This is an optimization exercise on Yosys and OpenROAD, whose aim is a short achievable clock period and few clock cycles, not a production implementation. In this exercise RTL edits were held to simulation tests only and were not proved equivalent to the original. Power is estimated from default activity; no workload was simulated.

===== flow/constraint.sdc =====
create_clock -name core_clock -period 6.0 [get_ports {clock}]
set_input_delay 1.2000 -clock core_clock [delete_from_list [all_inputs] [get_ports {clock}]]
set_output_delay 1.2000 -clock core_clock [all_outputs]
set_load 0.01 [all_outputs]

===== flow/config.mk =====
export PLATFORM = sky130hd
export DESIGN_NAME = ss_pipeline
export DESIGN_NICKNAME = ss_pipeline
export VERILOG_FILES = /design/flow/design.v
export SDC_FILE = /design/flow/constraint.sdc
export NUM_CORES = 4
export LEC_CHECK = 0
export CAP_MARGIN = 20
export CORE_MARGIN = 2
export CORE_UTILIZATION = 40
export SLEW_MARGIN = 20

===== flow/run.sh =====
#!/bin/bash
# synth_recipe.tcl (not shown) runs the flow's synth.tcl, then flattens the netlist and writes it again
# the make line also repeats each setting of config.mk as NAME=value (left out here)
make -C /OpenROAD-flow-scripts/flow DESIGN_CONFIG=/design/flow/config.mk WORK_HOME=/design/flow/orfs CLKGATE_MAP_FILE= SYNTH_SCRIPT=/design/flow/synth_recipe.tcl finish

===== flow/design.v =====
`default_nettype none
package ss_pkg;
	localparam int WAYS  = 3;   
	localparam int XLEN  = 16;
	localparam int PC_W  = 8;   
	localparam int REG_W = 3;
	localparam logic [3:0] OP_NOP  = 4'h0;
	localparam logic [3:0] OP_ADD  = 4'h1;
	localparam logic [3:0] OP_SUB  = 4'h2;
	localparam logic [3:0] OP_ADDI = 4'h3;
	localparam logic [3:0] OP_BNZ  = 4'h4;   
	localparam logic [3:0] OP_HALT = 4'h5;
endpackage
`default_nettype wire
`timescale 1ns/1ps
`default_nettype none
module reg_file (
	input  logic         clock,
	input  logic         reset,
	input  logic [2:0]   wr_valid,
	input  logic [2:0]   wr_en,
	input  logic [8:0]   wr_rd,
	input  logic [47:0]  wr_data,
	input  logic [17:0]  rd_idx,    
	output logic [95:0]  rd_data    
);
	logic [16*8-1:0] regs;
	always_ff @(posedge clock) begin
		if (!reset) begin
			regs <= '0;
		end else begin
			for (int w = 0; w < ss_pkg::WAYS; w++) begin   
				for (int r = 1; r < 8; r++)
					if (wr_valid[w] && wr_en[w] && wr_rd[3*w +: 3] == 3'(r))
						regs[16*r +: 16] <= wr_data[16*w +: 16];
			end
		end
	end
	always_comb begin
		for (int p = 0; p < 2*ss_pkg::WAYS; p++) begin
			rd_data[16*p +: 16] = regs[16*rd_idx[3*p +: 3] +: 16];
			for (int w = 0; w < ss_pkg::WAYS; w++) begin
				if (wr_valid[w] && wr_en[w] && wr_rd[3*w +: 3] == rd_idx[3*p +: 3])
					rd_data[16*p +: 16] = wr_data[16*w +: 16];
			end
			if (rd_idx[3*p +: 3] == 3'd0)
				rd_data[16*p +: 16] = '0;   
		end
	end
endmodule
`default_nettype wire
`timescale 1ns/1ps
`default_nettype none
module fetch_unit (
	input  logic         clock,
	input  logic         reset,
	input  logic         redirect_valid,
	input  logic [7:0]   redirect_target,
	input  logic         redirect_stop,
	input  logic         replay_valid,
	input  logic [7:0]   replay_pc,      
	output logic [7:0]   imem_addr,
	input  logic [47:0]  imem_data,
	output logic [2:0]   slot_valid,
	output logic [23:0]  slot_pc,
	output logic [47:0]  slot_instr
);
	logic [7:0] pc;
	logic [7:0] next_pc;
	logic       stopped;   
	logic       drop;      
	assign imem_addr = pc;
	assign drop      = redirect_valid || replay_valid || stopped;
	always_comb begin
		if (redirect_valid)
			next_pc = redirect_target;
		else if (replay_valid)
			next_pc = replay_pc;   
		else if (stopped)
			next_pc = pc;
		else
			next_pc = pc + 8'(ss_pkg::WAYS);
	end
	always_ff @(posedge clock) begin
		if (!reset) begin
			pc      <= '0;
			stopped <= 1'b0;
		end else begin
			pc      <= next_pc;
			stopped <= stopped | (redirect_valid & redirect_stop);
		end
	end
	always_ff @(posedge clock) begin
		for (int w = 0; w < ss_pkg::WAYS; w++) begin
			slot_pc[8*w +: 8]     <= pc + 8'(w);
			slot_instr[16*w +: 16] <= imem_data[16*w +: 16];
			slot_valid[w]         <= !drop;
			if (!reset)
				slot_valid[w] <= 1'b0;
		end
	end
endmodule
`default_nettype wire
`timescale 1ns/1ps
`default_nettype none
module decode_stage (
	input  logic         clock,
	input  logic         reset,
	input  logic [2:0]   slot_valid,
	input  logic [23:0]  slot_pc,
	input  logic [47:0]  slot_instr,
	input  logic         redirect_valid,
	input  logic [2:0]   commit_valid,
	input  logic [2:0]   commit_wr_en,
	input  logic [8:0]   commit_rd,
	input  logic [47:0]  commit_data,
	output logic         replay_valid,
	output logic [7:0]   replay_pc,
	output logic [2:0]   iss_valid,
	output logic [23:0]  iss_pc,
	output logic [11:0]  iss_op,
	output logic [8:0]   iss_rd,
	output logic [8:0]   iss_rs1,
	output logic [8:0]   iss_rs2,
	output logic [47:0]  iss_rs1_val,   
	output logic [47:0]  iss_rs2_val,
	output logic [47:0]  iss_imm
);
	logic [11:0] op;
	logic [8:0]  rd;
	logic [47:0] imm;
	logic [2:0]  uses_rs1;
	logic [2:0]  uses_rs2;
	logic [2:0]  writes_rd;
	logic [2:0]  accept;
	logic        older_ok;
	logic        hazard;
	logic [17:0] rd_idx;
	logic [95:0] rd_data;
	always_comb begin
		for (int w = 0; w < ss_pkg::WAYS; w++) begin
			rd_idx[3*(2*w)   +: 3] = slot_instr[16*w+6 +: 3];
			rd_idx[3*(2*w+1) +: 3] = slot_instr[16*w+3 +: 3];
		end
	end
	reg_file u_reg_file (
		.clock    (clock),
		.reset    (reset),
		.wr_valid (commit_valid),
		.wr_en    (commit_wr_en),
		.wr_rd    (commit_rd),
		.wr_data  (commit_data),
		.rd_idx   (rd_idx),
		.rd_data  (rd_data)
	);
	always_comb begin
		for (int w = 0; w < ss_pkg::WAYS; w++) begin
			op[4*w +: 4] = slot_instr[16*w+12 +: 4];
			rd[3*w +: 3] = slot_instr[16*w+9 +: 3];
			if (op[4*w +: 4] == ss_pkg::OP_ADDI)
				imm[16*w +: 16] = {{10{slot_instr[16*w+5]}}, slot_instr[16*w +: 6]};
			else
				imm[16*w +: 16] = {10'd0, slot_instr[16*w +: 6]};   
			uses_rs1[w]  = op[4*w +: 4] == ss_pkg::OP_ADD || op[4*w +: 4] == ss_pkg::OP_SUB ||
				op[4*w +: 4] == ss_pkg::OP_ADDI || op[4*w +: 4] == ss_pkg::OP_BNZ;
			uses_rs2[w]  = op[4*w +: 4] == ss_pkg::OP_ADD || op[4*w +: 4] == ss_pkg::OP_SUB;
			writes_rd[w] = op[4*w +: 4] == ss_pkg::OP_ADD || op[4*w +: 4] == ss_pkg::OP_SUB ||
				op[4*w +: 4] == ss_pkg::OP_ADDI;
		end
		older_ok = 1'b1;
		for (int w = 0; w < ss_pkg::WAYS; w++) begin
			hazard = 1'b0;
			for (int j = 0; j < w; j++) begin
				if (writes_rd[j] && rd[3*j +: 3] != 3'd0 &&
						((uses_rs1[w] && rd[3*j +: 3] == rd_idx[3*(2*w) +: 3]) ||
						 (uses_rs2[w] && rd[3*j +: 3] == rd_idx[3*(2*w+1) +: 3])))
					hazard = 1'b1;
			end
			accept[w] = older_ok && slot_valid[w] && !hazard;
			older_ok  = accept[w];
		end
		replay_valid = 1'b0;
		replay_pc    = '0;
		for (int w = ss_pkg::WAYS-1; w >= 0; w--) begin   
			if (slot_valid[w] && !accept[w]) begin
				replay_valid = 1'b1;
				replay_pc    = slot_pc[8*w +: 8];
			end
		end
	end
	always_ff @(posedge clock) begin
		for (int w = 0; w < ss_pkg::WAYS; w++) begin
			iss_valid[w]            <= accept[w];
			iss_pc[8*w +: 8]        <= slot_pc[8*w +: 8];
			iss_op[4*w +: 4]        <= op[4*w +: 4];
			iss_rd[3*w +: 3]        <= rd[3*w +: 3];
			iss_rs1[3*w +: 3]       <= rd_idx[3*(2*w) +: 3];
			iss_rs2[3*w +: 3]       <= rd_idx[3*(2*w+1) +: 3];
			iss_rs1_val[16*w +: 16] <= rd_data[16*(2*w) +: 16];
			iss_rs2_val[16*w +: 16] <= rd_data[16*(2*w+1) +: 16];
			iss_imm[16*w +: 16]     <= imm[16*w +: 16];
			if (!reset || redirect_valid)
				iss_valid[w] <= 1'b0;
		end
	end
endmodule
`default_nettype wire
`timescale 1ns/1ps
`default_nettype none
module exec_stage (
	input  logic         clock,
	input  logic         reset,
	input  logic [2:0]   iss_valid,
	input  logic [23:0]  iss_pc,
	input  logic [11:0]  iss_op,
	input  logic [8:0]   iss_rd,
	input  logic [8:0]   iss_rs1,
	input  logic [8:0]   iss_rs2,
	input  logic [47:0]  iss_rs1_val,
	input  logic [47:0]  iss_rs2_val,
	input  logic [47:0]  iss_imm,
	output logic         redirect_valid,
	output logic [7:0]   redirect_target,
	output logic         redirect_stop,
	output logic [2:0]   commit_valid,
	output logic [23:0]  commit_pc,
	output logic [2:0]   commit_wr_en,
	output logic [8:0]   commit_rd,
	output logic [47:0]  commit_data,
	output logic [2:0]   commit_stop
);
	logic [47:0] op_a;
	logic [47:0] op_b;
	logic [47:0] result;
	logic [2:0]  fires;   
	logic        squash;
	logic [2:0]  nxt_valid;
	logic [2:0]  nxt_wr_en;
	logic [2:0]  nxt_stop;
	always_comb begin
		for (int w = 0; w < ss_pkg::WAYS; w++) begin
			op_a[16*w +: 16] = iss_rs1_val[16*w +: 16];
			op_b[16*w +: 16] = iss_rs2_val[16*w +: 16];
			for (int c = 0; c < ss_pkg::WAYS; c++) begin   
				if (commit_valid[c] && commit_wr_en[c] && commit_rd[3*c +: 3] != 3'd0) begin
					if (commit_rd[3*c +: 3] == iss_rs1[3*w +: 3])
						op_a[16*w +: 16] = commit_data[16*c +: 16];
					if (commit_rd[3*c +: 3] == iss_rs2[3*w +: 3])
						op_b[16*w +: 16] = commit_data[16*c +: 16];
				end
			end
			case (iss_op[4*w +: 4])
				ss_pkg::OP_ADD:  result[16*w +: 16] = op_a[16*w +: 16] + op_b[16*w +: 16];
				ss_pkg::OP_SUB:  result[16*w +: 16] = op_a[16*w +: 16] - op_b[16*w +: 16];
				ss_pkg::OP_ADDI: result[16*w +: 16] = op_a[16*w +: 16] + iss_imm[16*w +: 16];
				default:         result[16*w +: 16] = '0;
			endcase
			fires[w] = iss_valid[w] &&
				((iss_op[4*w +: 4] == ss_pkg::OP_BNZ && op_a[16*w +: 16] != 16'd0) ||
				 iss_op[4*w +: 4] == ss_pkg::OP_HALT);
		end
	end
	always_comb begin
		redirect_valid  = 1'b0;
		redirect_target = '0;
		redirect_stop   = 1'b0;
		squash          = 1'b0;
		for (int w = 0; w < ss_pkg::WAYS; w++) begin
			nxt_valid[w] = iss_valid[w] && !squash;
			nxt_wr_en[w] = iss_op[4*w +: 4] == ss_pkg::OP_ADD ||
				iss_op[4*w +: 4] == ss_pkg::OP_SUB || iss_op[4*w +: 4] == ss_pkg::OP_ADDI;
			nxt_stop[w]  = iss_op[4*w +: 4] == ss_pkg::OP_HALT;
			if (fires[w] && !squash) begin
				squash          = 1'b1;   
				redirect_valid  = 1'b1;
				redirect_stop   = nxt_stop[w];
				redirect_target = nxt_stop[w] ? iss_pc[8*w +: 8] : iss_imm[16*w +: 8];
			end
		end
	end
	always_ff @(posedge clock) begin
		commit_valid <= nxt_valid;
		commit_pc    <= iss_pc;
		commit_wr_en <= nxt_wr_en;
		commit_rd    <= iss_rd;
		commit_data  <= result;
		commit_stop  <= nxt_stop;
		if (!reset)
			commit_valid <= '0;
	end
endmodule
`default_nettype wire
`timescale 1ns/1ps
`default_nettype none
module ss_pipeline (
	input  logic         clock,
	input  logic         reset,
	output logic [7:0]   imem_addr,
	input  logic [47:0]  imem_data,
	output logic [2:0]   commit_valid,
	output logic [23:0]  commit_pc,
	output logic [2:0]   commit_wr_en,
	output logic [8:0]   commit_rd,
	output logic [47:0]  commit_data,
	output logic [2:0]   commit_stop,
	output logic         halted
);
	logic [2:0]  fd_valid;
	logic [23:0] fd_pc;
	logic [47:0] fd_instr;
	logic [2:0]  de_valid;
	logic [23:0] de_pc;
	logic [11:0] de_op;
	logic [8:0]  de_rd;
	logic [8:0]  de_rs1;
	logic [8:0]  de_rs2;
	logic [47:0] de_rs1_val;
	logic [47:0] de_rs2_val;
	logic [47:0] de_imm;
	logic        redirect_valid;
	logic [7:0]  redirect_target;
	logic        redirect_stop;
	logic        replay_valid;
	logic [7:0]  replay_pc;
	fetch_unit u_fetch (
		.clock           (clock),
		.reset           (reset),
		.redirect_valid  (redirect_valid),
		.redirect_target (redirect_target),
		.redirect_stop   (redirect_stop),
		.replay_valid    (replay_valid),
		.replay_pc       (replay_pc),
		.imem_addr       (imem_addr),
		.imem_data       (imem_data),
		.slot_valid      (fd_valid),
		.slot_pc         (fd_pc),
		.slot_instr      (fd_instr)
	);
	decode_stage u_decode (
		.clock          (clock),
		.reset          (reset),
		.slot_valid     (fd_valid),
		.slot_pc        (fd_pc),
		.slot_instr     (fd_instr),
		.redirect_valid (redirect_valid),
		.commit_valid   (commit_valid),
		.commit_wr_en   (commit_wr_en),
		.commit_rd      (commit_rd),
		.commit_data    (commit_data),
		.replay_valid   (replay_valid),
		.replay_pc      (replay_pc),
		.iss_valid      (de_valid),
		.iss_pc         (de_pc),
		.iss_op         (de_op),
		.iss_rd         (de_rd),
		.iss_rs1        (de_rs1),
		.iss_rs2        (de_rs2),
		.iss_rs1_val    (de_rs1_val),
		.iss_rs2_val    (de_rs2_val),
		.iss_imm        (de_imm)
	);
	exec_stage u_exec (
		.clock           (clock),
		.reset           (reset),
		.iss_valid       (de_valid),
		.iss_pc          (de_pc),
		.iss_op          (de_op),
		.iss_rd          (de_rd),
		.iss_rs1         (de_rs1),
		.iss_rs2         (de_rs2),
		.iss_rs1_val     (de_rs1_val),
		.iss_rs2_val     (de_rs2_val),
		.iss_imm         (de_imm),
		.redirect_valid  (redirect_valid),
		.redirect_target (redirect_target),
		.redirect_stop   (redirect_stop),
		.commit_valid    (commit_valid),
		.commit_pc       (commit_pc),
		.commit_wr_en    (commit_wr_en),
		.commit_rd       (commit_rd),
		.commit_data     (commit_data),
		.commit_stop     (commit_stop)
	);
	always_ff @(posedge clock) begin
		if (!reset)
			halted <= 1'b0;
		else if (|(commit_valid & commit_stop))
			halted <= 1'b1;   
	end
endmodule
`default_nettype wire

==> results.ini <==
[global_routing]
top_usage_layer = met2
antenna_found_initial = 5
grt_max_degree = 56
use_met2 = 0.504
grt_util_all_layers = 0.347
grt_use_met1 = 0.463
grtUsageMet3 = 0.0876
overflow = 0
grt_pass1_wl_um = 213000
first_global_vias = 30600

[floorplan]
initial_core_util = 0.402
placementRows = 104
coreArea_um2 = 80000
io_pins = 149
die_area_um2 = 82700
die_h_um = 288
die_x_um = 288

[synth]
synth_area_leaders = dfxtp_1, nor2_1, mux4_2
syn_area_um2 = 32200
ys_seq_area_frac = 0.284
syn_avg_cell_area_um2 = 8.13
yosys_warnings = 5
syn_inst = 3959
yosysMostFrequentCell = nor2_1
synth_edf_count = 0
synth_seq_cells = 456
yosysTopAreaCell = dfxtp_1
syn-num-nets = 4065
ys.flop_type = dfxtp_1
async_flop_share = 0
yosys-top-cells-count = nor2_1, dfxtp_1, a21oi_1, clkbuf_1, a211oi_1
synth.top_cell.area_share = 0.284
synthDistinctLibCells = 101

[sta]
fin_setup_tns_ns = 0
fin_crit_ns = 5.63
slew_headroom = 0.140
fin_crit_sh = 0.938
drv_slew = 0
setup_viol = 0
fin_worst_skew_ns = 0.0605
hold_violations = 0
worst_pin_slew_ns = 1.29
grt_setup_unrepaired = false
max_freq_ghz = 0.178

[flow_run]
maxCapViolations = 0

[clock_tree]
clk_pin_slew_ns = 0.07
cts_sinks = 456
clkLatencyLatePin_ns = 0.66
cts-root-buf = clkbuf_16
cts_made_buffers = 51
cts_max_level = 2
ctsHoldBuffers = 0
cts_tree = yes
cts.path.max_buffers = 3

[drt]
drtPass1Iterations = 9
wl_um = 147000
ant_nets = 0
viasPerCell = 6.61
routedWlPerCell_um = 29.4
drt_iter0_drc = 4640
drc_errors = 0
vias = 33100

[worst_setup_path]
required_ns = 6.49
crit_type = reg -> reg
r2r_slack_ns = 0.37
reg2reg_depth = 20
end_kind = register
cp_data_arrival_time_ns = 6.12
critical_path_peak_fanout = 12
r2r_start = u_exec.commit_valid[0]$_SDFF_PN0_
start_kind = register
r2r-end = u_exec.commit_data[47]$_SDFF_PN0_

[worst_hold_path]
min-delay-start = u_fetch.slot_pc[2]$_DFF_P_
worstHoldEndpoint = u_decode.iss_pc[2]$_DFF_P_
whs_path_depth = 0
hold_class = reg -> reg

[outcome]
status = timing/DRC/antenna clean

[placed_design]
gp_congestion = 1.07
dp_hpwl_um = 102000
io_buffers = 148

[power]
leakage_nw = 14.1
power.total_mw = 8.49
power_density_nw_per_um2 = 232
ir_drop_uv = 429

[final_layout]
finalNetCount = 4019
drive_gt1_frac = 0.145
syn_to_final_growth_pct = 13.7

logic make-up (layout without fill, tap and decap cells):
family / Yosys count / in the layout / share of synthesized area
and+or+nand+nor: 1244 / 1244 / 0.180
AOI/OAI and AO/OA: 1136 / 1136 / 0.237
buffers and inverters: 492 / 486 / 0.0614
DFF: 456 / 456 / 0.284
muxes: 413 / 413 / 0.171
xor gates and xnor gates: 162 / 162 / 0.0449
adders and majority gates: 56 / 56 / 0.0225
other: 0 / 1 / 0
critical path: stages (launching register included):
cell	delay (ns)
dfxtp_1	0.46
and2_1	0.36
o2111a_1	0.59
nand3_1	0.15
a311oi_1	0.38
a21oi_1	0.17
ha_1	0.29
or3_1	0.36
a21oi_1	0.15
a211oi_1	0.07
ha_1	0.35
a21oi_1	0.10
o21ai_0	0.19
a21oi_1	0.13
o21ai_0	0.32
a211oi_1	0.15
o41ai_1	0.56
a21o_1	0.20
a21oi_1	0.08
and2_1	0.16
mux2_4	0.25
metal layers:
layer,part of all wire,vias up,routed length (um)
met5,0.000088,-,13
met4,0.068,2,9960
met3,0.12,558,17900
met2,0.41,2364,60900
met1,0.40,15800,58500
li1,-,14400,-
final cells by class:
class                           count  area [um2]
Multi-Input combinational cell   3011       21200
Clock inverter                     25         400
Sequential cell                   456        9150
Fill cell                        7898       43500
Antenna cell                        1        2.50
Timing Repair Buffer              311        2710
Clock buffer                       68        1440
Tap cell                         1060        1330
Inverter                           82         309
registers in the layout (all words and copies together) (netlist names), 8 cells and up:
register / cells
u_decode.iss_rs1_val: 48
u_decode.iss_op: 12
u_exec.commit_rd: 9
u_exec.commit_data: 48
u_fetch.slot_instr: 48
u_decode.iss_pc: 23
u_fetch.pc: 8
u_exec.commit_pc: 23
u_decode.iss_rs2_val: 48
u_decode.u_reg_file.regs: 112
u_decode.iss_rs1: 9
u_fetch.slot_pc: 23
u_decode.iss_rs2: 8
u_decode.iss_rd: 9
u_decode.iss_imm: 13
stage by stage:
stage                     setup WS, ns  cell area, um2  std cells  hold WS [ns]  utilization
after global placement           0.582           34700       4919         0.310        0.434
after floorplan                   1.08           32200       3959         0.310            -
after detailed placement         0.500           34700       4919         0.312        0.434
final                            0.370           36600       5014         0.321        0.457
after CTS                        0.515           36600       5012         0.320        0.457
after global routing            0.0140           36600       5013         0.330        0.457
repair_timing:
item,4_1_cts,5_1_grt
gates resized for setup,0,3
endpoints found under the setup margin,0,3
buffers inserted,0,0
power by group:
part,switching (mW),internal [mW],leakage (nW)
combinational,1.00,0.611,9.43
sequential,0.219,3.21,3.76
clock,1.44,2.01,0.880
total,2.66,5.83,14.1
layout by cell type, fill, tap and decap left out, types with 9 or more instances in the layout:
master / instances
nand2b_1: 11
inv_1: 81
a31oi_1: 9
o22ai_1: 25
o211ai_1: 32
a21o_1: 21
xor2_1: 89
nand4_1: 15
mux2_2: 125
dfxtp_1: 436
a211oi_1: 213
clkdlybuf4s50_1: 148
mux4_2: 96
or2_2: 11
nand2_1: 205
or3_1: 16
and3_1: 19
a311oi_1: 42
nor2_1: 575
a221oi_1: 101
nor2b_1: 86
nand3_1: 53
nor3_1: 136
clkbuf_16: 51
o21ai_0: 119
xnor2_1: 71
a22o_1: 13
a22oi_1: 10
a211o_1: 43
dfxtp_2: 20
ha_1: 53
a21oi_1: 401
o31ai_1: 11
nor4_2: 13
buf_4: 163
and2_1: 22
mux2i_1: 188
a2111oi_0: 9
clkbuf_8: 10
how the worst max path moves through the flow:
| stage | startpoint | end | slack (ns) | cells past startpoint |
|---|---|---|---|---|
| 2_1_floorplan | u_exec.commit_rd[4]$_DFF_P_ | u_exec.commit_data[31]$_SDFF_PN0_ | 1.08 | 22 |
| 3_3_place_gp | u_exec.commit_rd[1]$_DFF_P_ | u_exec.commit_data[15]$_SDFF_PN0_ | 0.58 | 20 |
| 3_5_place_dp | u_exec.commit_rd[1]$_DFF_P_ | u_exec.commit_data[15]$_SDFF_PN0_ | 0.50 | 20 |
| 4_1_cts | u_exec.commit_rd[1]$_DFF_P_ | u_exec.commit_data[15]$_SDFF_PN0_ | 0.52 | 20 |
| 5_1_grt | u_exec.commit_valid[0]$_SDFF_PN0_ | u_exec.commit_data[46]$_SDFF_PN0_ | 0.01 | 21 |
| 6_report | u_exec.commit_valid[0]$_SDFF_PN0_ | u_exec.commit_data[47]$_SDFF_PN0_ | 0.37 | 20 |
Testbench counts, summed over its fixed seeds: cycles 9,567.

[separate check: timing with driven ports]
How much do the figures lean on ideal ports? The routed layout below was timed once more, with nothing changed but the port constraints. Step 1 assumes that a clkbuf_16 drives the clock port and a buf_2 every other input. Step 2 adds t to the input delays and takes it off the output delays; t is the mean of the earliest and latest rising clock arrival at the registers after step 1. Input paths then give back, and output paths get back, about the clock's delay inside the block. Three values: ideal, step 1, step 2; two values: the first two.
shift t [ns]: 0.699
setup WS [ns]: 0.370 / 0.370 / 0.370
worst setup path after step 2: register to register
latest minus earliest clock arrival (ns): 0.060 / 0.061
worst register clock-pin slew, ns: 0.07 / 0.07
After both steps setup and hold are still met in this run. For this run, drivers alone change the setup slack by 0.000 ns; drivers and shift together by 0.000 ns.
